Background: an optimization exercise with open tools, aiming at small area. Do not read the settings as production practice. The RTL was checked by simulation tests, not by an equivalence proof against the original design. Power is estimated from default activity; no workload was simulated.

== exp/lagoon ==
// audio_noise_gate_with_hold
module audio_noise_gate_with_hold #(
  parameter int SAMPLE_BITS = ngate_pkg::SampleBitsDef,
  parameter int COEF_BITS   = ngate_pkg::CoefBitsDef,
  parameter int HOLD_BITS   = ngate_pkg::HoldBitsDef,
  parameter int CFG_BITS    = (SAMPLE_BITS > COEF_BITS)
                              ? ((SAMPLE_BITS > HOLD_BITS) ? SAMPLE_BITS : HOLD_BITS)
                              : ((COEF_BITS > HOLD_BITS) ? COEF_BITS : HOLD_BITS)
) (
  input  wire logic                             clk_i,
  input  wire logic                             rst_ni,
  input  wire logic                             cfg_we_i,
  input  wire logic [ngate_pkg::CfgIdxBits-1:0] cfg_idx_i,
  input  wire logic [CFG_BITS-1:0]              cfg_data_i,
  input  wire logic                             in_valid_i,
  output      logic                             in_ready_o,
  input  wire logic signed [SAMPLE_BITS-1:0]    in_sample_i,
  output      logic                             out_valid_o,
  input  wire logic                             out_ready_i,
  output      logic signed [SAMPLE_BITS-1:0]    out_sample_o,
  output      logic [COEF_BITS:0]               out_gain_o,
  output      logic                             out_gate_open_o
);
==> flow/config.mk <==
export PLATFORM = sky130hd
export DESIGN_NAME = audio_noise_gate_with_hold
export DESIGN_NICKNAME = audio_noise_gate_with_hold
export VERILOG_FILES = /design/flow/design.v
export SDC_FILE = /design/flow/constraint.sdc
export NUM_CORES = 4
export LEC_CHECK = 0
export ABC_AREA = 1
export CAP_MARGIN = 20
export CORE_MARGIN = 2
export CORE_UTILIZATION = 78
export CTS_BUF_LIST = sky130_fd_sc_hd__clkbuf_16
export CTS_CLUSTER_DIAMETER = 80
export CTS_CLUSTER_SIZE = 20
export SLEW_MARGIN = 20
==> flow/constraint.sdc <==
create_clock -name core_clock -period 12.0 [get_ports {clk_i}]
set_input_delay 2.4000 -clock core_clock [delete_from_list [all_inputs] [get_ports {clk_i}]]
set_output_delay 2.4000 -clock core_clock [all_outputs]
set_load 0.01 [all_outputs]
standard.sh (not shown) runs the stock make flow with config.mk's settings and CLKGATE_MAP_FILE= SYNTH_SCRIPT=/design/flow/synth_recipe.tcl, a recipe that flattens the netlist after the stock synthesis.
==> flow/flow/run.sh <==
#!/bin/bash
# Layout flow: the standard ORFS flow (standard synthesis unchanged), with
# the port buffers made of the smallest buffer cell instead of the default
# choice. Every input and output port still gets its own buffer.
set -euo pipefail
bash standard.sh BUFFER_PORTS_ARGS="-buffer_cell sky130_fd_sc_hd__buf_1" finish > orfs_flow.log 2>&1
exp/lagoon went all the way through the flow, and no timing, DRC or antenna check failed.
## Diff of input files: exp/tundra against exp/lagoon
Settings: ABC_AREA: 1 -> unset; GPL_TIMING_DRIVEN: unset -> 0; CTS_CLUSTER_DIAMETER: 80 -> 90; CTS_CLUSTER_SIZE: 20 -> 24; SLEW_MARGIN: 20 -> 10; CAP_MARGIN: 20 -> 10; CORE_UTILIZATION: 78 -> 75.
### Flow results
On internal power, exp/lagoon beats exp/tundra.
Re number of setup violations in the final report: exp/tundra is 4 up on exp/lagoon.
The leading cell type in the layout, fill and taps excluded comes out nand2_1 in one run and edfxtp_1 in the other, namely in exp/lagoon and exp/tundra respectively.
Taking exp/tundra over exp/lagoon, the combinational power ratio works out to 1.4.
exp/lagoon -> exp/tundra: leakage power decreased by a few percent
What the final checks of exp/tundra revealed, after a flow that finished every stage, was a layout that fails on negative setup slack.
Run comparison: exp/lagoon launch point of the critical path ph_q[1]; exp/tundra launch point of the critical path j_q[1]
First-pass GRT wire length, exp/tundra vs exp/lagoon: up by a few percent
Comparing the two runs side by side, exp/tundra comes out ahead of exp/lagoon on synthesized area.
Min design area across exp/tundra and exp/lagoon: exp/lagoon
Compare exp/tundra and exp/lagoon | overall fraction of global-route tracks in use lower: exp/lagoon
Inputs modified between exp/tundra and exp/onyx:
Settings: CTS_CLUSTER_DIAMETER changed from 90 to 110; GPL_TIMING_DRIVEN removed (was 0); CTS_CLUSTER_SIZE changed from 24 to 32.
--- outcome ---
- exp/onyx: flow completed, timing, DRC and antenna clean
- exp/onyx against exp/tundra: area of the multi-input gates held; worst hold slack across all endpoints shows an increase of 0.018 ns; critical path depth -3.
- exp/onyx vs exp/tundra: via count down in exp/onyx
- Final worst-path setup slack, exp/onyx and exp/tundra, lower one = exp/tundra.
- Relative to exp/tundra, final cell utilization of the core has gone down in exp/onyx.
- Fraction of power consumed by sequential logic: exp/onyx > exp/tundra
What exp/harbor does differently from exp/onyx at the input level:
Settings: CTS_CLUSTER_SIZE: 32 -> 20; SLEW_MARGIN: 10 -> 20; CTS_CLUSTER_DIAMETER: 110 -> 80; ABC_AREA: unset -> 1; CAP_MARGIN: 10 -> 20; CORE_UTILIZATION: 75 -> 70.
[summary]
In the flow results for exp/harbor and exp/onyx, the flip-flop and latch share of the layout cell area is smaller on exp/harbor.
Cell leakage power (exp/harbor over exp/onyx): increase, 14%
| via count | exp/harbor vs exp/onyx | 15% higher |
Between exp/onyx and exp/harbor, synthesized-area fraction occupied by xor and xnor cells decreased.
Taking exp/onyx as the reference, in exp/harbor synthesized-area fraction occupied by ao, oa, aoi and oai cells rose 1.2 points, fraction of standard cell area in multi-input logic went down 2.8 points.
Inputs modified between exp/harbor and exp/raven:
Settings: CAP_MARGIN: 20 -> 10; ABC_AREA: 1 -> unset; SLEW_MARGIN: 20 -> 10; CTS_CLUSTER_SIZE: 20 -> 14; CORE_UTILIZATION: 70 -> 75; CTS_BUF_LIST: sky130_fd_sc_hd__clkbuf_16 -> sky130_fd_sc_hd__clkbuf_8; CTS_CLUSTER_DIAMETER: 80 -> 60.
### Flow results
Number of buffer and inverter stages on the critical path: exp/harbor and exp/raven compared, lower one is exp/raven
Horizontal extent of the die was lower in the run labelled exp/raven.
Looking at capture point of the worst path, the rise_q result is from exp/harbor; the s_q[24] one comes from exp/raven.
exp/raven vs. exp/harbor: clock-cell share of area went down by 0.45 points.
The inputs of exp/violet differ from those of exp/raven as listed below.
Settings: an added ABC_AREA of 1; a change of CAP_MARGIN from 10 to 20; a change of SLEW_MARGIN from 10 to 20; a change of CTS_CLUSTER_DIAMETER from 60 to 90; a change of CTS_BUF_LIST from sky130_fd_sc_hd__clkbuf_8 to sky130_fd_sc_hd__clkbuf_16; a change of CTS_CLUSTER_SIZE from 14 to 24.
Results
exp/violet vs exp/raven, portion of total power attributed to combinational logic went down by 3.6 points.
Against exp/raven, exp/violet comes in 9.3% higher on first-pass GRT wire length.
Measured against each other, exp/raven and exp/violet differ in relative area change from synthesis to final layout, the lower figure coming from exp/raven.

==> what the ideal ports hide <==
How much do the figures lean on ideal ports? The routed layouts below were timed once more, with nothing changed but the port constraints.
Step 1 (the two cells are an assumption about what drives the block):
set clk [get_ports {clk_i}]
set_driving_cell -lib_cell sky130_fd_sc_hd__clkbuf_16 $clk
set_driving_cell -lib_cell sky130_fd_sc_hd__buf_2 [delete_from_list [all_inputs] $clk]
Step 2 moves the port delays by t, midway between the first and last clock arrival at a register: inputs arrive t later, outputs are due t later. That takes back most of the time a late clock gives input paths.
Slacks: ideal ports / drivers / drivers and shift; pairs: ideal ports / drivers.
| run | t (ns) | setup slack, ns | worst setup path at the end | slew at the worst register clock pin (ns) | pins driven straight from the clock port |
|---|---|---|---|---|---|
| exp/lagoon | 0.532 | 0.326 / 0.326 / 0.326 | register to register | 0.09 / 0.09 | 1 |
| exp/tundra | 0.532 | -0.374 / -0.374 / -0.374 | register to register | 0.10 / 0.10 | 1 |
| exp/onyx | 0.535 | 0.177 / 0.177 / 0.177 | register to register | 0.12 / 0.12 | 1 |
| exp/harbor | 0.542 | 0.279 / 0.279 / 0.279 | register to register | 0.08 / 0.08 | 1 |
| exp/raven | 0.586 | 0.172 / 0.172 / 0.172 | register to register | 0.10 / 0.10 | 1 |
| exp/violet | 0.525 | 0.331 / 0.331 / 0.331 | register to register | 0.10 / 0.10 | 1 |
